This design comes from an exercise in tuning for small area and a short achievable clock period on the open sky130 flow, not from production work. Only simulation tests tie the RTL to the original design; equivalence was not proved.

==> 12-19: inputs <==
// idStage
module idStage (
    input  logic                    clk,
    input  logic                    reset,
    input  logic                    instrValid_i,
    input  logic [32-1:0]        pc_i,
    input  logic [32-1:0]        instr_i,
    input  logic                    wbEn_i,
    input  logic [5-1:0]  wbAddr_i,
    input  logic [32-1:0]        wbData_i,
    input  logic                    exWriteBack_i,
    input  logic                    exIsLoad_i,
    input  logic [5-1:0]  exAddr_i,
    input  logic [32-1:0]        exData_i,
    input  logic                    memWrite_i,
    input  logic [5-1:0]  memAddr_i,
    input  logic [32-1:0]        memData_i,
    output logic                    outValid_o,
    output logic                    stall_o,
    output idCtrlPkg::aluOp_e       aluOp_o,
    output logic [32-1:0]        operandA_o,
    output logic [32-1:0]        operandB_o,
    output logic [32-1:0]        storeData_o,
    output logic                    wbEnOut_o,
    output logic [5-1:0]  wbAddrOut_o,
    output logic                    branchEn_o,
    output logic [32-1:0]        branchTarget_o
);
==> module readPorts, before the edit <==
module readPorts (
    input  logic [32-1:1][32-1:0] rows_i,
    input  logic [32-1:1]            decA_i,
    input  logic [2:0]                      fwdSelA_i,
    input  logic                            selRfA_i,
    input  logic [32-1:1]            decB_i,
    input  logic [2:0]                      fwdSelB_i,
    input  logic                            selRfB_i,
    input  logic [32-1:0]                exData_i,
    input  logic [32-1:0]                memData_i,
    input  logic [32-1:0]                wbData_i,
    output logic [32-1:0]                valA_o,
    output logic [32-1:0]                valB_o,
    output logic [32-1:0]                diff_o
);
    localparam int N    = 32 - 1;
    localparam int G    = (N + 2) / 3;
    localparam int LAST = N - 3 * (G - 1);
    for (genvar b = 0; b < 32; b++) begin : g_bit
        logic [N-1:0] bitRows;
        logic [2:0]   fwdData;
        logic [G-1:0] groupNA, groupNB;
        logic         fwdNA, fwdNB;
        for (genvar i = 1; i <= N; i++) begin : g_row
            assign bitRows[i-1] = rows_i[i][b];
        end
        assign fwdData = {wbData_i[b], memData_i[b], exData_i[b]};
        readGroups #(.N(N)) grpA (.dec_i(decA_i), .row_i(bitRows), .groupN_o(groupNA));
        readGroups #(.N(N)) grpB (.dec_i(decB_i), .row_i(bitRows), .groupN_o(groupNB));
        aoiN #(.M(3)) fwdA (.sel_i(fwdSelA_i), .data_i(fwdData), .yN_o(fwdNA));
        aoiN #(.M(3)) fwdB (.sel_i(fwdSelB_i), .data_i(fwdData), .yN_o(fwdNB));
        mergePair #(.G(G)) merge (
            .groupNA_i(groupNA), .selRfA_i(selRfA_i), .fwdNA_i(fwdNA),
            .groupNB_i(groupNB), .selRfB_i(selRfB_i), .fwdNB_i(fwdNB),
            .a_o(valA_o[b]), .b_o(valB_o[b]), .diff_o(diff_o[b])
        );
    end
endmodule
==> module mergePair, before the edit <==
module mergePair #(
    parameter int G = 2
) (
    input  logic [G-1:0] groupNA_i,
    input  logic         selRfA_i,
    input  logic         fwdNA_i,
    input  logic [G-1:0] groupNB_i,
    input  logic         selRfB_i,
    input  logic         fwdNB_i,
    output logic         a_o,
    output logic         b_o,
    output logic         diff_o
);
    assign a_o    = !fwdNA_i || (selRfA_i && !(&groupNA_i));
    assign b_o    = !fwdNB_i || (selRfB_i && !(&groupNB_i));
    assign diff_o = a_o ^ b_o;
endmodule
==> module operandForward, before the edit <==
module operandForward (
    input  logic [5-1:0]  srcAddr_i,
    input  logic                    srcUsed_i,    
    input  logic                    exWriteBack_i,
    input  logic                    exIsLoad_i,
    input  logic [5-1:0]  exAddr_i,
    input  logic                    memWrite_i,
    input  logic [5-1:0]  memAddr_i,
    input  logic                    wbEn_i,
    input  logic [5-1:0]  wbAddr_i,
    output logic [32-1:1]    dec_o,
    output logic [2:0]              fwdSel_o,     
    output logic                    selRf_o,
    output logic                    loadHazard_o
);
    logic nonZero, exHit, memHit, wbHit;
    assign nonZero = (srcAddr_i != '0);
    assign exHit   = exWriteBack_i && !exIsLoad_i && (exAddr_i == srcAddr_i);
    assign memHit  = memWrite_i && (memAddr_i == srcAddr_i);
    assign wbHit   = wbEn_i && (wbAddr_i == srcAddr_i);
    assign loadHazard_o = srcUsed_i && nonZero && exIsLoad_i && (exAddr_i == srcAddr_i);
    assign fwdSel_o[0] = nonZero && exHit;
    assign fwdSel_o[1] = nonZero && !exHit && memHit;
    assign fwdSel_o[2] = nonZero && !exHit && !memHit && wbHit;
    assign selRf_o     = !exHit && !memHit && !wbHit;
    for (genvar i = 1; i < 32; i++) begin : g_dec
        assign dec_o[i] = (srcAddr_i == i);
    end
endmodule
==> module idStage, before the edit <==
module idStage (
    input  logic                    clk,
    input  logic                    reset,
    input  logic                    instrValid_i,
    input  logic [32-1:0]        pc_i,
    input  logic [32-1:0]        instr_i,
    input  logic                    wbEn_i,
    input  logic [5-1:0]  wbAddr_i,
    input  logic [32-1:0]        wbData_i,
    input  logic                    exWriteBack_i,
    input  logic                    exIsLoad_i,
    input  logic [5-1:0]  exAddr_i,
    input  logic [32-1:0]        exData_i,
    input  logic                    memWrite_i,
    input  logic [5-1:0]  memAddr_i,
    input  logic [32-1:0]        memData_i,
    output logic                    outValid_o,
    output logic                    stall_o,
    output idCtrlPkg::aluOp_e       aluOp_o,
    output logic [32-1:0]        operandA_o,
    output logic [32-1:0]        operandB_o,
    output logic [32-1:0]        storeData_o,
    output logic                    wbEnOut_o,
    output logic [5-1:0]  wbAddrOut_o,
    output logic                    branchEn_o,
    output logic [32-1:0]        branchTarget_o
);
    logic [5-1:0] rsAddr, rtAddr, decWbAddr;
    logic                   rsUsed, rtUsed, isLink, isStore, decWbEn;
    logic                   aSelRs, aSelRt, bSelRs, bSelRt;
    logic                   isBeq, isBne, isJump, isJr;
    idCtrlPkg::aluOp_e      aluOp;
    logic [32-1:0]       immB;
    logic [32-1:1][32-1:0] rows;
    logic [32-1:0]       valA, valB;
    logic                   hazA, hazB, hazard;
    logic                   taken;
    logic [32-1:0]       target, pcPlus4;
    instrDecoder decoder (
        .instr_i(instr_i), .rsUsed_o(rsUsed), .rtUsed_o(rtUsed), .aluOp_o(aluOp),
        .aSelRs_o(aSelRs), .aSelRt_o(aSelRt), .bSelRs_o(bSelRs), .bSelRt_o(bSelRt),
        .immB_o(immB), .isLink_o(isLink), .isStore_o(isStore),
        .wbEn_o(decWbEn), .wbAddr_o(decWbAddr),
        .isBeq_o(isBeq), .isBne_o(isBne), .isJump_o(isJump), .isJr_o(isJr)
    );
    regFile regs (
        .clk(clk), .reset(reset), .wrEn_i(wbEn_i), .wrAddr_i(wbAddr_i),
        .wrData_i(wbData_i), .rows_o(rows)
    );
    logic [32-1:1] decA, decB;
    logic [2:0]           fwdSelA, fwdSelB;
    logic                 selRfA, selRfB;
    logic [32-1:0]     diff;
    operandForward fwdA (
        .srcAddr_i(rsAddr), .srcUsed_i(rsUsed),
        .exWriteBack_i(exWriteBack_i), .exIsLoad_i(exIsLoad_i), .exAddr_i(exAddr_i),
        .memWrite_i(memWrite_i), .memAddr_i(memAddr_i), .wbEn_i(wbEn_i), .wbAddr_i(wbAddr_i),
        .dec_o(decA), .fwdSel_o(fwdSelA), .selRf_o(selRfA), .loadHazard_o(hazA)
    );
    operandForward fwdB (
        .srcAddr_i(rtAddr), .srcUsed_i(rtUsed),
        .exWriteBack_i(exWriteBack_i), .exIsLoad_i(exIsLoad_i), .exAddr_i(exAddr_i),
        .memWrite_i(memWrite_i), .memAddr_i(memAddr_i), .wbEn_i(wbEn_i), .wbAddr_i(wbAddr_i),
        .dec_o(decB), .fwdSel_o(fwdSelB), .selRf_o(selRfB), .loadHazard_o(hazB)
    );
    readPorts read (
        .rows_i(rows),
        .decA_i(decA), .fwdSelA_i(fwdSelA), .selRfA_i(selRfA),
        .decB_i(decB), .fwdSelB_i(fwdSelB), .selRfB_i(selRfB),
        .exData_i(exData_i), .memData_i(memData_i), .wbData_i(wbData_i),
        .valA_o(valA), .valB_o(valB), .diff_o(diff)
    );
    branchUnit branch (
        .pc_i(pc_i), .imm_i(instr_i[15:0]), .jumpIndex_i(instr_i[25:0]),
        .isBeq_i(isBeq), .isBne_i(isBne), .isJump_i(isJump), .isJr_i(isJr),
        .rsValue_i(valA), .diff_i(diff),
        .taken_o(taken), .target_o(target), .pcPlus4_o(pcPlus4)
    );
    assign rsAddr = instr_i[25:21];
    assign rtAddr = instr_i[20:16];
    assign hazard = hazA | hazB;
    always_ff @(posedge clk) begin
        if (reset) begin
            outValid_o <= 1'b0;
            stall_o    <= 1'b0;
        end else begin
            outValid_o <= instrValid_i && !hazard;
            stall_o    <= instrValid_i && hazard;
        end
    end
    always_ff @(posedge clk) begin
        aluOp_o        <= aluOp;
        operandA_o     <= ({32{aSelRs}} & valA) | ({32{aSelRt}} & valB)
                          | ({32{isLink}} & pcPlus4);
        operandB_o     <= ({32{bSelRs}} & valA) | ({32{bSelRt}} & valB) | immB;
        storeData_o    <= {32{isStore}} & valB;
        wbEnOut_o      <= decWbEn;
        wbAddrOut_o    <= decWbAddr;
        branchEn_o     <= taken;
        branchTarget_o <= target;
    end
endmodule
Settings: LEC_CHECK=0, CAP_MARGIN=20, CORE_MARGIN=2, CORE_UTILIZATION=55, CTS_CLUSTER_DIAMETER=60, CTS_CLUSTER_SIZE=30, SETUP_SLACK_MARGIN=2.0, SLEW_MARGIN=20, SYNTH_HIERARCHICAL=1; clock period 6.0 ns.
standard.sh (not shown) runs the stock make flow with config.mk's settings and CLKGATE_MAP_FILE= SYNTH_SCRIPT=/design/flow/synth_recipe.tcl, a recipe that flattens the netlist after the stock synthesis.
==> flow/flow/run.sh <==
#!/bin/bash
# The standard layout (the standard.sh: standard synthesis, floorplan,
# placement, CTS, routing) with two changes:
#  - ports are buffered with buf_2 instead of the default delay-cell buffer;
#  - CTS inserts no dummy loads.
# Every tool's output goes to the ORFS logs under orfs/logs; make's own
# output goes to flow_make.log here.
set -euo pipefail
bash standard.sh \
  "BUFFER_PORTS_ARGS=-buffer_cell sky130_fd_sc_hd__buf_2" \
  "CTS_ARGS=-sink_clustering_enable -repair_clock_nets -dont_use_dummy_load" \
  finish > flow_make.log 2>&1
==> inputs of 07-05, as changes to 12-19 <==
--- a/flow/design.v
+++ b/flow/design.v
@@ -232,5 +232,4 @@
 );
-    localparam int N    = 32 - 1;
-    localparam int G    = (N + 2) / 3;
-    localparam int LAST = N - 3 * (G - 1);
+    localparam int N = 32 - 1;
+    localparam int G = (N + 2) / 3;
     for (genvar b = 0; b < 32; b++) begin : g_bit
@@ -239,3 +238,2 @@
         logic [G-1:0] groupNA, groupNB;
-        logic         fwdNA, fwdNB;
         for (genvar i = 1; i <= N; i++) begin : g_row
@@ -246,7 +244,6 @@
         readGroups #(.N(N)) grpB (.dec_i(decB_i), .row_i(bitRows), .groupN_o(groupNB));
-        aoiN #(.M(3)) fwdA (.sel_i(fwdSelA_i), .data_i(fwdData), .yN_o(fwdNA));
-        aoiN #(.M(3)) fwdB (.sel_i(fwdSelB_i), .data_i(fwdData), .yN_o(fwdNB));
         mergePair #(.G(G)) merge (
-            .groupNA_i(groupNA), .selRfA_i(selRfA_i), .fwdNA_i(fwdNA),
-            .groupNB_i(groupNB), .selRfB_i(selRfB_i), .fwdNB_i(fwdNB),
+            .groupNA_i(groupNA), .selRfA_i(selRfA_i), .fwdSelA_i(fwdSelA_i),
+            .groupNB_i(groupNB), .selRfB_i(selRfB_i), .fwdSelB_i(fwdSelB_i),
+            .fwdData_i(fwdData),
             .a_o(valA_o[b]), .b_o(valB_o[b]), .diff_o(diff_o[b])
@@ -276,6 +273,7 @@
     input  logic         selRfA_i,
-    input  logic         fwdNA_i,
+    input  logic [2:0]   fwdSelA_i,
     input  logic [G-1:0] groupNB_i,
     input  logic         selRfB_i,
-    input  logic         fwdNB_i,
+    input  logic [2:0]   fwdSelB_i,
+    input  logic [2:0]   fwdData_i,
     output logic         a_o,
@@ -284,4 +282,4 @@
 );
-    assign a_o    = !fwdNA_i || (selRfA_i && !(&groupNA_i));
-    assign b_o    = !fwdNB_i || (selRfB_i && !(&groupNB_i));
+    assign a_o    = (|(fwdSelA_i & fwdData_i)) || (selRfA_i && !(&groupNA_i));
+    assign b_o    = (|(fwdSelB_i & fwdData_i)) || (selRfB_i && !(&groupNB_i));
     assign diff_o = a_o ^ b_o;
==> flow/flow/run.sh (replaced) <==
#!/bin/bash
# The standard layout (the standard.sh: standard synthesis, floorplan,
# placement, CTS, routing) with three changes:
#  - ports are buffered with buf_2 instead of the default delay-cell buffer;
#  - CTS clusters up to 30 sinks and inserts no dummy loads;
#  - timing repair may resize a cell to any equivalent cell, not only to
#    one with the same footprint.
# Every tool's output goes to the ORFS logs under orfs/logs; make's own
# output goes to flow_make.log here.
set -euo pipefail
bash standard.sh \
  "BUFFER_PORTS_ARGS=-buffer_cell sky130_fd_sc_hd__buf_2" \
  "CTS_ARGS=-sink_clustering_enable -repair_clock_nets -dont_use_dummy_load -sink_clustering_size 30 -sink_clustering_max_diameter 60" \
  "MATCH_CELL_FOOTPRINT=0" \
  finish > flow_make.log 2>&1
SETUP_SLACK_MARGIN = 2.6   (was 2.0)
==> inputs of 05-22, as changes to 12-19 <==
--- a/flow/design.v
+++ b/flow/design.v
@@ -198,3 +198,4 @@
     input  logic [5-1:0]  wbAddr_i,
-    output logic [32-1:1]    dec_o,
+    output logic [32-1:1]    decLo_o,      
+    output logic [32-1:1]    decHi_o,      
     output logic [2:0]              fwdSel_o,     
@@ -213,4 +214,11 @@
     assign selRf_o     = !exHit && !memHit && !wbHit;
+    rowDecode decLo (.addr_i(srcAddr_i), .dec_o(decLo_o));
+    rowDecode decHi (.addr_i(srcAddr_i), .dec_o(decHi_o));
+endmodule
+module rowDecode (
+    input  logic [5-1:0] addr_i,
+    output logic [32-1:1]   dec_o
+);
     for (genvar i = 1; i < 32; i++) begin : g_dec
-        assign dec_o[i] = (srcAddr_i == i);
+        assign dec_o[i] = (addr_i == i);
     end
@@ -219,6 +227,8 @@
     input  logic [32-1:1][32-1:0] rows_i,
-    input  logic [32-1:1]            decA_i,
+    input  logic [32-1:1]            decALo_i,
+    input  logic [32-1:1]            decAHi_i,
     input  logic [2:0]                      fwdSelA_i,
     input  logic                            selRfA_i,
-    input  logic [32-1:1]            decB_i,
+    input  logic [32-1:1]            decBLo_i,
+    input  logic [32-1:1]            decBHi_i,
     input  logic [2:0]                      fwdSelB_i,
@@ -232,5 +242,4 @@
 );
-    localparam int N    = 32 - 1;
-    localparam int G    = (N + 2) / 3;
-    localparam int LAST = N - 3 * (G - 1);
+    localparam int N = 32 - 1;
+    localparam int G = (N + 2) / 3;
     for (genvar b = 0; b < 32; b++) begin : g_bit
@@ -239,3 +248,2 @@
         logic [G-1:0] groupNA, groupNB;
-        logic         fwdNA, fwdNB;
         for (genvar i = 1; i <= N; i++) begin : g_row
@@ -244,9 +252,12 @@
         assign fwdData = {wbData_i[b], memData_i[b], exData_i[b]};
-        readGroups #(.N(N)) grpA (.dec_i(decA_i), .row_i(bitRows), .groupN_o(groupNA));
-        readGroups #(.N(N)) grpB (.dec_i(decB_i), .row_i(bitRows), .groupN_o(groupNB));
-        aoiN #(.M(3)) fwdA (.sel_i(fwdSelA_i), .data_i(fwdData), .yN_o(fwdNA));
-        aoiN #(.M(3)) fwdB (.sel_i(fwdSelB_i), .data_i(fwdData), .yN_o(fwdNB));
+        readGroups #(.N(N)) grpA (
+            .dec_i(b < 32 / 2 ? decALo_i : decAHi_i), .row_i(bitRows), .groupN_o(groupNA)
+        );
+        readGroups #(.N(N)) grpB (
+            .dec_i(b < 32 / 2 ? decBLo_i : decBHi_i), .row_i(bitRows), .groupN_o(groupNB)
+        );
         mergePair #(.G(G)) merge (
-            .groupNA_i(groupNA), .selRfA_i(selRfA_i), .fwdNA_i(fwdNA),
-            .groupNB_i(groupNB), .selRfB_i(selRfB_i), .fwdNB_i(fwdNB),
+            .groupNA_i(groupNA), .selRfA_i(selRfA_i), .fwdSelA_i(fwdSelA_i),
+            .groupNB_i(groupNB), .selRfB_i(selRfB_i), .fwdSelB_i(fwdSelB_i),
+            .fwdData_i(fwdData),
             .a_o(valA_o[b]), .b_o(valB_o[b]), .diff_o(diff_o[b])
@@ -276,6 +287,7 @@
     input  logic         selRfA_i,
-    input  logic         fwdNA_i,
+    input  logic [2:0]   fwdSelA_i,
     input  logic [G-1:0] groupNB_i,
     input  logic         selRfB_i,
-    input  logic         fwdNB_i,
+    input  logic [2:0]   fwdSelB_i,
+    input  logic [2:0]   fwdData_i,
     output logic         a_o,
@@ -284,4 +296,4 @@
 );
-    assign a_o    = !fwdNA_i || (selRfA_i && !(&groupNA_i));
-    assign b_o    = !fwdNB_i || (selRfB_i && !(&groupNB_i));
+    assign a_o    = (|(fwdSelA_i & fwdData_i)) || (selRfA_i && !(&groupNA_i));
+    assign b_o    = (|(fwdSelB_i & fwdData_i)) || (selRfB_i && !(&groupNB_i));
     assign diff_o = a_o ^ b_o;
@@ -432,3 +444,3 @@
     );
-    logic [32-1:1] decA, decB;
+    logic [32-1:1] decALo, decAHi, decBLo, decBHi;
     logic [2:0]           fwdSelA, fwdSelB;
@@ -440,3 +452,3 @@
         .memWrite_i(memWrite_i), .memAddr_i(memAddr_i), .wbEn_i(wbEn_i), .wbAddr_i(wbAddr_i),
-        .dec_o(decA), .fwdSel_o(fwdSelA), .selRf_o(selRfA), .loadHazard_o(hazA)
+        .decLo_o(decALo), .decHi_o(decAHi), .fwdSel_o(fwdSelA), .selRf_o(selRfA), .loadHazard_o(hazA)
     );
@@ -446,3 +458,3 @@
         .memWrite_i(memWrite_i), .memAddr_i(memAddr_i), .wbEn_i(wbEn_i), .wbAddr_i(wbAddr_i),
-        .dec_o(decB), .fwdSel_o(fwdSelB), .selRf_o(selRfB), .loadHazard_o(hazB)
+        .decLo_o(decBLo), .decHi_o(decBHi), .fwdSel_o(fwdSelB), .selRf_o(selRfB), .loadHazard_o(hazB)
     );
@@ -450,4 +462,4 @@
         .rows_i(rows),
-        .decA_i(decA), .fwdSelA_i(fwdSelA), .selRfA_i(selRfA),
-        .decB_i(decB), .fwdSelB_i(fwdSelB), .selRfB_i(selRfB),
+        .decALo_i(decALo), .decAHi_i(decAHi), .fwdSelA_i(fwdSelA), .selRfA_i(selRfA),
+        .decBLo_i(decBLo), .decBHi_i(decBHi), .fwdSelB_i(fwdSelB), .selRfB_i(selRfB),
         .exData_i(exData_i), .memData_i(memData_i), .wbData_i(wbData_i),
==> flow/flow/run.sh (replaced) <==
#!/bin/bash
# The standard layout (the standard.sh: standard synthesis, floorplan,
# placement, CTS, routing) with three changes:
#  - ports are buffered with buf_2 instead of the default delay-cell buffer;
#  - CTS clusters up to 30 sinks and inserts no dummy loads;
#  - timing repair may resize a cell to any equivalent cell, not only to
#    one with the same footprint.
# Every tool's output goes to the ORFS logs under orfs/logs; make's own
# output goes to flow_make.log here.
set -euo pipefail
bash standard.sh \
  "BUFFER_PORTS_ARGS=-buffer_cell sky130_fd_sc_hd__buf_2" \
  "CTS_ARGS=-sink_clustering_enable -repair_clock_nets -dont_use_dummy_load -sink_clustering_size 30 -sink_clustering_max_diameter 60" \
  "MATCH_CELL_FOOTPRINT=0" \
  finish > flow_make.log 2>&1
==> metrics.cfg <==
[power_and_ir_drop]
powerDensity_mw_per_mm2 = 287.6

[timing]
skew_ps = 87.58
min_period_ps = 4333
fmax_mhz = 230.8

[clocking]
post-cts-setup-buffer-count = 109

[detailed_routing]
drt_first_iter_violations = 14970

[floorplanning]
die_x_um = 299.5
core-area_mm2 = 0.08662

[synth]
synth_xor_area_frac = 0.01586
synth.top_cell.area_share = 0.6201
synthTopCellsByCount = edfxtp_1, a222oi_1, nand2_1

[place]
place_ws_ps = 422.2

[grt]
grtUsageMet1 = 0.6051
antenna_found_initial = 16
met2_usage = 0.6931

[finish]
nFillCells = 5769

[outcome]
status = finished clean

# the run above: 07-05

==> metrics.cfg <==
[outcome]
status = finished clean

[place]
place_ws_ps = 591.6

[timing]
skew_ps = 75.22
fmax_mhz = 243.3
min_period_ps = 4110

[synth]
synthTopCellsByCount = edfxtp_1, a222oi_1, nand2_1
synth_xor_area_frac = 0.01645
synth.top_cell.area_share = 0.6147

[power_and_ir_drop]
powerDensity_mw_per_mm2 = 293.8

[grt]
met2_usage = 0.5992
antenna_found_initial = 10

[detailed_routing]
drt_first_iter_violations = 12030

[floorplanning]
core-area_mm2 = 0.08702

[finish]
nFillCells = 6232

# the run above: 05-22

==> metrics.cfg <==
[outcome]
status = finished clean

[floorplanning]
die_x_um = 300.3
core-area_mm2 = 0.08689

[grt]
antenna_found_initial = 13
grtUsageMet1 = 0.5656
met2_usage = 0.6410

[detailed_routing]
drt_first_iter_violations = 11920

[timing]
fmax_mhz = 235.2
skew_ps = 67.26

[power_and_ir_drop]
powerDensity_mw_per_mm2 = 311.2

[synth]
synth.top_cell.area_share = 0.6170
synthTopCellsByCount = edfxtp_1, a222oi_1, nand4_1

[place]
place_ws_ps = 388.9

# the run above: 12-19

-- re-timing with driven ports --
In the flow no input, the clock included, has a driving cell. The finished layouts below were timed again as built, in two steps.
Step 1 assumes that a clkbuf_16 drives the clock port and a buf_2 every other input.
Step 2, shift: input delay + t, output delay - t, t = (earliest + latest rising clock arrival at the registers) / 2. This alone moves slack from input paths to output paths.
Slacks: ideal / step 1 / step 2; pairs: ideal / step 1.
run	t, ns	setup WS [ns]	slew at the worst register clock pin (ns)	worst slew at a driven data input, ns
12-19	0.761	1.747 / 1.759 / 0.998	0.07 / 0.07	0.16
07-05	0.733	1.667 / 1.569 / 0.837	0.10 / 0.10	0.27
05-22	0.703	1.890 / 1.748 / 1.045	0.10 / 0.10	0.30
After both steps setup and hold are still met in every run listed. The setup slack of 05-22, which loses most, moves by -0.142 ns with the drivers and by -0.845 ns with both steps.
